Background: an optimization exercise with open tools, aiming at small area, a short achievable clock period and few clock cycles per item. Do not read the settings as production practice. Only simulation tests tie the RTL to the original design; equivalence was not proved. Power and IR drop assume default switching activity.

**flow/design.v**
```verilog
`timescale 1ns / 1ps
module tti_cfg (
	input  logic              clk,
	input  logic              arst_n,
	input  logic              cfg_valid,
	output logic              cfg_ready,
	input  logic [1:0]        cfg_index,
	input  logic [63:0]       cfg_data,
	output logic [15:0][7:0]  alpha,
	output logic [4:0]        radix,
	output logic [1:0]        written,
	output logic              cfg_fire
);
	logic [15:0][7:0] alpha_q;
	assign cfg_ready = 1'b1;
	assign cfg_fire  = cfg_valid;
	always_ff @(posedge clk) begin
		if (cfg_valid && (cfg_index == 2'd0))
			for (int k = 0; k < 8; k++) alpha_q[k] <= cfg_data[8*k +: 8];
		if (cfg_valid && (cfg_index == 2'd1))
			for (int k = 0; k < 8; k++) alpha_q[8+k] <= cfg_data[8*k +: 8];
	end
	always_ff @(posedge clk or negedge arst_n) begin
		if (!arst_n) begin
			radix   <= '0;
			written <= '0;
		end else if (cfg_valid) begin
			if (cfg_index == 2'd0) written[0] <= 1'b1;
			if (cfg_index == 2'd1) written[1] <= 1'b1;
			if (cfg_index == 2'd2) radix <= cfg_data[4:0];
		end
	end
	assign alpha = alpha_q;
endmodule
`timescale 1ns / 1ps
module tti_parse (
	input  logic              clk,
	input  logic              arst_n,
	input  logic              chars_valid,
	output logic              chars_ready,
	input  logic [7:0]        chars_ch,
	output logic              result_valid,
	input  logic              result_ready,
	output logic [31:0]       result_value,
	output logic              result_base_ok,
	input  logic [15:0][7:0]  alpha,
	input  logic [4:0]        radix,
	input  logic [1:0]        written,
	input  logic              cfg_fire
);
	localparam logic [1:0] PH_SPACE = 2'd0;
	localparam logic [1:0] PH_SIGN  = 2'd1;
	localparam logic [1:0] PH_DIGIT = 2'd2;
	localparam logic [1:0] PH_STOP  = 2'd3;
	logic       busy_q;      
	logic [3:0] row_q;       
	logic       bad_q;       
	logic       ok_q;        
	logic       c_v;         
	logic       c_row;       
	logic       c_last;      
	logic [3:0] c_s;         
	logic [7:0] c_ch;
	logic [1:0] ph_q;
	logic       neg_q;
	logic       hd_q;        
	logic       a_v;         
	logic       a_term;      
	logic       a_has;       
	logic [4:0] a_r;         
	logic [3:0] a_d;         
	logic       a_neg;       
	logic       res_q;
	logic        b_fire, a_free, c_free, c_load, c_go;
	logic        rdy_q;
	logic [15:0] en, match;
	logic [3:0]  idx;
	logic        hit, is_nul, is_space, is_sign, is_minus;
	logic        radix_ok, last_row, row_bad;
	assign radix_ok = (radix >= 5'd2) && (radix <= 5'd16);
	assign last_row = ({1'b0, row_q} + 5'd1 == radix) || (row_q == 4'd15);
	assign b_fire      = a_v && !(a_term && res_q);
	assign a_free      = !a_v || b_fire;
	assign c_free      = !c_v || a_free;
	assign c_go        = c_v && a_free;
	assign chars_ready = rdy_q;
	assign c_load      = c_free || busy_q;
	always_ff @(posedge clk) begin
		if (c_load) begin
			c_ch <= busy_q ? alpha[row_q] : chars_ch;
			c_s  <= row_q;
		end
	end
	always_comb begin
		for (int k = 0; k < 16; k++) begin
			en[k]    = c_row ? (4'(k) < c_s) : (5'(k) < radix);
			match[k] = en[k] && (alpha[k] == c_ch);
		end
		idx = '0;
		for (int k = 0; k < 16; k++)
			if (match[k]) idx = idx | 4'(k);
	end
	assign hit      = |match;
	assign is_nul   = (c_ch == 8'h00);
	assign is_space = ((c_ch >= 8'h09) && (c_ch <= 8'h0D)) || (c_ch == 8'h20);
	assign is_sign  = (c_ch == 8'h2B) || (c_ch == 8'h2D);
	assign is_minus = (c_ch == 8'h2D);
	assign row_bad  = hit || is_nul || is_space || is_sign;
	always_ff @(posedge clk or negedge arst_n) begin
		if (!arst_n) begin
			busy_q <= 1'b0;
			row_q  <= '0;
			bad_q  <= 1'b0;
			ok_q   <= 1'b0;
			c_v    <= 1'b0;
			c_row  <= 1'b0;
			c_last <= 1'b0;
		end else begin
			if (c_load)
				c_v <= chars_valid && !busy_q;
			c_row  <= busy_q && !cfg_fire;
			c_last <= last_row;
			if (cfg_fire) begin
				busy_q <= 1'b1;
				row_q  <= '0;
				bad_q  <= 1'b0;
				ok_q   <= 1'b0;
			end else begin
				if (busy_q) begin
					row_q <= row_q + 4'd1;
					if (last_row)
						busy_q <= 1'b0;
				end
				if (c_row) begin
					bad_q <= bad_q || row_bad;
					if (c_last)
						ok_q <= !bad_q && !row_bad && radix_ok && written[0] && ((radix <= 5'd8) || written[1]);
				end
			end
		end
	end
	logic       dig_op;
	logic [1:0] ph_n;
	logic       neg_n, hd_n;
	always_comb begin
		dig_op = 1'b0;
		ph_n   = ph_q;
		neg_n  = neg_q;
		hd_n   = hd_q;
		if (is_nul) begin
			ph_n  = PH_SPACE;
			neg_n = 1'b0;
			hd_n  = 1'b0;
		end else if ((ph_q == PH_SPACE) && is_space) begin
		end else if (((ph_q == PH_SPACE) || (ph_q == PH_SIGN)) && is_sign) begin
			ph_n  = PH_SIGN;
			neg_n = neg_q ^ is_minus;
		end else if (ph_q != PH_STOP) begin
			if (hit && ok_q) begin
				dig_op = 1'b1;
				ph_n   = PH_DIGIT;
				hd_n   = 1'b1;
			end else begin
				ph_n = PH_STOP;
			end
		end
	end
	always_ff @(posedge clk or negedge arst_n) begin
		if (!arst_n) begin
			ph_q  <= PH_SPACE;
			neg_q <= 1'b0;
			hd_q  <= 1'b0;
			a_v   <= 1'b0;
		end else begin
			if (c_go) begin
				ph_q  <= ph_n;
				neg_q <= neg_n;
				hd_q  <= hd_n;
			end
			if (a_free)
				a_v <= c_v;
		end
	end
	always_ff @(posedge clk) begin
		if (a_free) begin
			a_term <= is_nul;
			a_has  <= hd_q;
		end
	end
	always_ff @(posedge clk) begin
		a_r   <= !(a_free && c_v && dig_op) ? 5'd1 : ((ph_q == PH_DIGIT) ? radix : 5'd0);
		a_d   <= (a_free && c_v && dig_op) ? idx : 4'd0;
		a_neg <= a_free && c_v && dig_op && neg_q;
	end
	localparam int BLK = 4;
	localparam int NB  = 32 / BLK;
	logic [31:0]   sum_q;
	logic [NB-1:1] cy_q;
	logic [31:0]   p0, p1, p2, p3, tx, cr;
	logic [31:0]   s1a, k1a, s1b, k1b, s2, k2, s3, k3;
	logic [31:0]   sum_n;
	logic [NB-1:1] cy_n;
	logic [31:0]   cy_vec;
	logic [31:0]   out_q;
	assign p0 = sum_q & {32{a_r[0]}};
	assign p1 = {sum_q[30:0] & {31{a_r[1]}}, a_neg};
	assign p2 = {sum_q[29:0], 2'b0} & {32{a_r[2]}};
	assign p3 = ({sum_q[28:0], 3'b0} & {32{a_r[3]}}) | ({sum_q[27:0], 4'b0} & {32{a_r[4]}});
	assign tx = {{28{a_neg}}, a_d ^ {4{a_neg}}};
	always_comb begin
		cr = '0;
		for (int b = 1; b < NB; b++)
			for (int i = 0; i < 5; i++)
				if (BLK * b + i < 32)
					cr[BLK*b+i] = cr[BLK*b+i] | (cy_q[b] & a_r[i]);
	end
	assign s1a = p0 ^ p1 ^ p2;
	assign k1a = {(p0[30:0] & p1[30:0]) | (p0[30:0] & p2[30:0]) | (p1[30:0] & p2[30:0]), 1'b0};
	assign s1b = p3 ^ cr ^ tx;
	assign k1b = {(p3[30:0] & cr[30:0]) | (p3[30:0] & tx[30:0]) | (cr[30:0] & tx[30:0]), 1'b0};
	assign s2  = s1a ^ k1a ^ s1b;
	assign k2  = {(s1a[30:0] & k1a[30:0]) | (s1a[30:0] & s1b[30:0]) | (k1a[30:0] & s1b[30:0]), 1'b0};
	assign s3  = s2 ^ k2 ^ k1b;
	assign k3  = {(s2[30:0] & k2[30:0]) | (s2[30:0] & k1b[30:0]) | (k2[30:0] & k1b[30:0]), 1'b0};
	always_comb begin
		logic [BLK:0] t;
		for (int b = 0; b < NB; b++) begin
			t = {1'b0, s3[BLK*b +: BLK]} + {1'b0, k3[BLK*b +: BLK]};
			sum_n[BLK*b +: BLK] = t[BLK-1:0];
			if (b < NB - 1)
				cy_n[b+1] = t[BLK];
		end
	end
	always_ff @(posedge clk) begin
		sum_q <= sum_n;
		cy_q  <= cy_n;
	end
	always_comb begin
		cy_vec = '0;
		for (int b = 1; b < NB; b++) cy_vec[BLK*b] = cy_q[b];
	end
	always_ff @(posedge clk) begin
		if (a_v && a_term && !res_q)
			out_q <= (sum_q + cy_vec) & {32{a_has}};
	end
	always_ff @(posedge clk or negedge arst_n) begin
		if (!arst_n)
			res_q <= 1'b0;
		else if (a_v && a_term && !res_q)
			res_q <= 1'b1;
		else if (result_ready)
			res_q <= 1'b0;
	end
	logic busy_d, c_v_d, a_v_d, a_term_d, res_d;
	assign busy_d   = cfg_fire || (busy_q && !last_row);
	assign c_v_d    = c_load ? (chars_valid && !busy_q) : c_v;
	assign a_v_d    = a_free ? c_v : a_v;
	assign a_term_d = a_free ? is_nul : a_term;
	assign res_d    = (a_v && a_term && !res_q) || (res_q && !result_ready);
	always_ff @(posedge clk or negedge arst_n) begin
		if (!arst_n)
			rdy_q <= 1'b1;
		else
			rdy_q <= !busy_d && !(c_v_d && a_v_d && a_term_d && res_d);
	end
	assign result_valid   = res_q;
	assign result_value   = out_q;
	assign result_base_ok = ok_q;
endmodule
`timescale 1ns / 1ps
module text_to_integer_any_base_top (
	input  logic                      clk,
	input  logic                      arst_n,
	input  logic                      chars_valid,
	output logic                      chars_ready,
	input  logic [7:0]                chars_ch,
	output logic                      result_valid,
	input  logic                      result_ready,
	output logic signed [31:0]        result_value,
	output logic                      result_base_ok,
	input  logic                      cfg_valid,
	output logic                      cfg_ready,
	input  logic [1:0]                cfg_index,
	input  logic [63:0]               cfg_data
);
	logic [15:0][7:0] alpha;
	logic [4:0]       radix;
	logic [1:0]       written;
	logic             cfg_fire;
	tti_cfg u_cfg (
		.clk       (clk),
		.arst_n    (arst_n),
		.cfg_valid (cfg_valid),
		.cfg_ready (cfg_ready),
		.cfg_index (cfg_index),
		.cfg_data  (cfg_data),
		.alpha     (alpha),
		.radix     (radix),
		.written   (written),
		.cfg_fire  (cfg_fire)
	);
	tti_parse u_parse (
		.clk            (clk),
		.arst_n         (arst_n),
		.chars_valid    (chars_valid),
		.chars_ready    (chars_ready),
		.chars_ch       (chars_ch),
		.result_valid   (result_valid),
		.result_ready   (result_ready),
		.result_value   (result_value),
		.result_base_ok (result_base_ok),
		.alpha          (alpha),
		.radix          (radix),
		.written        (written),
		.cfg_fire       (cfg_fire)
	);
endmodule
```
**flow/flow/run.sh**
```bash
#!/bin/bash
# The standard layout (standard.sh: unchanged synthesis and steps), with two
# sizing choices: the input and output ports are buffered with the smallest
# buffer, and the full-adder cells of the synthesized netlist are swapped
# for the next drive strength (fa_1 -> fa_2) before floorplanning.
set -euo pipefail
export BUFFER_PORTS_ARGS="-buffer_cell sky130_fd_sc_hd__buf_1"
bash standard.sh synth > standard_synth.log 2>&1
R=orfs/results/sky130hd/text_to_integer_any_base_top/base
cat > upsize_fa.tcl <<EOT
read_db $R/1_synth.odb
set db [ord::get_db]
set block [[\$db getChip] getBlock]
set fa2 [\$db findMaster sky130_fd_sc_hd__fa_2]
set n 0
foreach inst [\$block getInsts] {
  if {[[\$inst getMaster] getName] eq "sky130_fd_sc_hd__fa_1"} {
    \$inst swapMaster \$fa2
    incr n
  }
}
puts "swapped \$n full adders"
write_db $R/1_synth.odb
EOT
openroad -no_init -exit upsize_fa.tcl > upsize_fa.log 2>&1
bash standard.sh > standard.log 2>&1
```
**flow/standard.sh**
```bash
#!/bin/bash
# synth_recipe.tcl (not shown) runs the flow's synth.tcl, then flattens the netlist and writes it again
# the make line also repeats each setting of config.mk as NAME=value (left out here)
make -C /OpenROAD-flow-scripts/flow DESIGN_CONFIG=/design/flow/config.mk WORK_HOME=/design/flow/orfs CLKGATE_MAP_FILE= SYNTH_SCRIPT=/design/flow/synth_recipe.tcl "${@:-finish}"
```
**flow/config.mk**
```make
export PLATFORM = sky130hd
export DESIGN_NAME = text_to_integer_any_base_top
export DESIGN_NICKNAME = text_to_integer_any_base_top
export VERILOG_FILES = /design/flow/design.v
export SDC_FILE = /design/flow/constraint.sdc
export NUM_CORES = 4
export LEC_CHECK = 0
export CAP_MARGIN = 20
export CORE_MARGIN = 2
export CORE_UTILIZATION = 60
export CTS_BUF_LIST = sky130_fd_sc_hd__clkbuf_8
export SETUP_SLACK_MARGIN = 3.5
export SLEW_MARGIN = 20
```
**flow/constraint.sdc**
```tcl
create_clock -name core_clock -period 7.0 [get_ports {clk}]
set_input_delay 1.4000 -clock core_clock [delete_from_list [all_inputs] [get_ports {clk}]]
set_output_delay 1.4000 -clock core_clock [all_outputs]
set_load 0.01 [all_outputs]
```
==> reports/qor.yml <==
worst_setup_path:
  reg2reg_depth: 10
  endpoint_kind: "flip-flop"
  path_cells: "buf_8 > nand2_1 > fa_2 > fa_2 > inv_2 > fa_2 > ha_4 > fa_2 > a21o_1 > a21o_1"
  r2r-start: "u_parse.a_r[0]$_SDFF_PN1_"
  reg2reg_to: "u_parse.cy_q[5]$_DFF_P_"
  r2r_slack_ps: 3630
  cpMostUsedCell: "fa_2"
  critPathLaunchType: "flip-flop"
  path_class: "flip-flop to flip-flop"
  slowest_stage: "fa_2"
  crit_path_max_incr_delay_ps: 580
  cp_data_required_time_ps: 7440
  crit_path_max_fanout: 39
  arrival_ps: 3810
yosys:
  avgSynthCellArea_um2: 12.0
  yosysWarningCount: 2
  synth_area_um2: 16400
  synthCells: 1367
  syn-num-nets: 1611
drt:
  avgRoutedWirePerCell_um: 19.7
  drtPass1Iterations: 5
  drtIter0Drc: 686
  ant_nets: 0
  via_per_inst: 5.83
  drc: 0
  dr_total_vias: 10669
  routed_wl_mm: 36.1
sta:
  period_minus_slack_ps: 3370
  relSlewSlack_pct: 23.8
  fmax_mhz: 297
  finalMaxSlewViolations: 0
  grt_setup_unrepaired: "false"
  finalSetupTns_ps: 0
  fin_skew_ps: 21.1
  finalCritPeriodShare_pct: 48.2
  setup_ws_ps: 3630
  finalHoldViolCount: 0
  setup_viol: 0
  worst_pin_slew_ps: 1140
grt:
  grt_max_degree: 66
  grtUsageTotal_pct: 26.3
  grt_pass1_wl_mm: 58.4
  grt.overflow.total: 0
  antenna_found_initial: 0
  grt_pass1_vias: 10905
placement:
  dp_hpwl_mm: 25.7
  place.gp.congestion: 0.914
  portBuffers: 113
  place_ws_ps: 2810
floorplan:
  die_w_um: 170
  coreArea_um2: 27000
  io-pin-count: 115
  rows: 60
  initial_core_util_pct: 61.0
  die_h_um: 170
  die_area_um2: 28800
outcome:
  status: "complete, no violations"
clocking:
  clk_pin_slew_ps: 70
  cts_root_buf: "clkbuf_8"
  cts_sinks: 247
  clk_latency_ps: 560
  cts_buffers: 43
  holdBufCountCts: 0
  cts_tree: "built"
  cts.htree.levels: 2
  cts_max_path_buffers: 3
finish:
  post-route-util_pct: 67.3
  fillers: 2056
  nets: 1699
  n_antenna_cell: 0
  area_growth_pct: 10.3
  layout-drive-gt1-share_pct: 20.2
hold_path:
  hold_end: "u_parse.a_has$_DFFE_PN_"
  hold_depth: 0
  worstHoldStart: "u_parse.hd_q$_DFFE_PN0P_"
  hold_class: "flip-flop to flip-flop"
pwr:
  leakagePower_nw: 6.88
  switching_share_pct: 32.1
  p_per_area_nw_per_um2: 233
  internal-power_mw: 2.87
  p_sw_mw: 1.36
  p_clk_share_pct: 32.7
  ir_worst_vdd_mv: 0.280
  power.share.combinational_pct: 21.7
  pwr-share-seq_pct: 45.6
run:
  cap_violations: 0
flip-flops by register name, indices dropped and copies added (netlist names), 2 cells and up:
| signal | cells |
|---|---|
| u_cfg.alpha_q | 128 |
| u_parse.out_q | 32 |
| u_parse.sum_q | 32 |
| u_parse.c_ch | 8 |
| u_parse.cy_q | 7 |
| u_cfg.radix | 5 |
| u_parse.a_r | 5 |
| u_parse.a_d | 4 |
| u_parse.c_s | 4 |
| u_parse.row_q | 4 |
| u_cfg.written | 2 |
| u_parse.ph_q | 2 |
per-stage QoR:
step | instance area (µm²) | total power, mW | std cells | hold slack (ps)
6_report | 18100 | 4.23 | 1831 | 443
5_1_grt | 18100 | 4.43 | 1831 | 472
4_1_cts | 18100 | 4.26 | 1830 | 448
3_5_place_dp | 17100 | 2.85 | 1745 | 434
3_3_place_gp | 17100 | 2.85 | 1745 | 439
2_1_floorplan | 16700 | 2.67 | 1367 | 419
cell usage in the layout (no fill, tap or decap), types with 9 or more instances in the layout:
cell and count:
nor2_1 17, edfxtp_1 173, nor4_1 27, mux4_2 16, nand4_1 16, and2_1 42
xor2_1 126, mux2_2 13, clkbuf_8 48, nand3_1 21, o221ai_1 17, o22ai_1 12
clkinv_2 9, a21oi_1 16, a21o_1 14, nand2b_1 13, buf_1 113, nand2_1 143
inv_1 115, dfxtp_1 49, fa_2 121, ha_1 28, xnor2_1 55, inv_2 16
mux2i_1 35, a22oi_1 41, o21ai_0 17, ha_4 14, dfrtp_1 22
critical path, delay by kind of cell, from the launching register on:
family / cells / cell delay (ps)
compound gates: 2 / 330
flops: 1 / 340
buf+inv: 2 / 310
fa+ha+maj: 5 / 2110
simple gates: 1 / 130
metal layers:
layer / up-vias / global-route usage, % / wire length [µm]
li1: 4885 / - / -
met1: 5325 / 34.3 / 14900
met2: 371 / 45.4 / 18100
met3: 88 / 3.57 / 1880
met4: 0 / 9.48 / 1230
met5: - / 0 / 0
worst max path at each step:
| stage | from | endpoint | cells after the start |
|---|---|---|---|
| after floorplan | u_parse.a_neg$_DFF_P_ | u_parse.sum_q[31]$_DFF_P_ | 13 |
| after global placement | u_parse.a_neg$_DFF_P_ | u_parse.sum_q[31]$_DFF_P_ | 12 |
| after detailed placement | u_parse.a_neg$_DFF_P_ | u_parse.sum_q[31]$_DFF_P_ | 12 |
| after CTS | u_parse.a_r[1]$_SDFF_PN0_ | u_parse.cy_q[5]$_DFF_P_ | 10 |
| after global routing | u_parse.a_r[0]$_SDFF_PN1_ | u_parse.sum_q[31]$_DFF_P_ | 13 |
| final | u_parse.a_r[0]$_SDFF_PN1_ | u_parse.cy_q[5]$_DFF_P_ | 10 |
layout make-up:
cell class	instances	area (µm²)	share of cell area [%]
Clock buffer	48	661	3.64
Clock inverter	32	249	1.37
Inverter	121	458	2.53
Multi-Input combinational cell	912	8930	49.3
Sequential cell	247	6800	37.5
Tap cell	341	427	2.35
Timing Repair Buffer	129	599	3.30
Timing Repair inverter	1	7.51	0.0414
what timing repair did:
item | 4_1_cts | 5_1_grt
endpoints found under the setup margin | 32 | 8
resized for setup | 2 | 6
gates cloned | 1 | 0
setup buffers | 4 | 0
power groups by stage:
stage / clock [mW] / combinational (mW) / sequential, mW
after global routing: 1.48 / 0.999 / 1.94
after global placement: 0 / 0.882 / 1.97
final: 1.39 / 0.918 / 1.93
after detailed placement: 0 / 0.885 / 1.97
after CTS: 1.42 / 0.893 / 1.94
after floorplan: 0 / 0.929 / 1.75
Testbench counts, summed over its fixed seeds: cycles 18,101, chars 17,357.

re-timing with driven ports:
The results above use ideal ports. As a check the final layout listed here was re-extracted and re-timed, cells and wires unchanged.
Step 1: set_driving_cell puts a clkbuf_16 on clk and a buf_2 on each other input, an assumption about the parent block.
Step 2 adds t to the input delays and takes it off the output delays; t is the mean of the earliest and latest rising clock arrival at the registers after step 1. Input paths then give back, and output paths get back, about the clock's delay inside the block.
a / b / c = no drivers / after step 1 / after step 2; a / b = the first two.
t, ns: 0.596
setup slack, ns: 3.629 / 3.629 / 3.629
latest minus earliest clock arrival (ns): 0.022 / 0.022
worst slew at a driven data input, ns: 0.04
After both steps setup and hold are still met in this run. For this run, drivers alone change the setup slack by 0.000 ns; drivers and shift together by 0.000 ns.
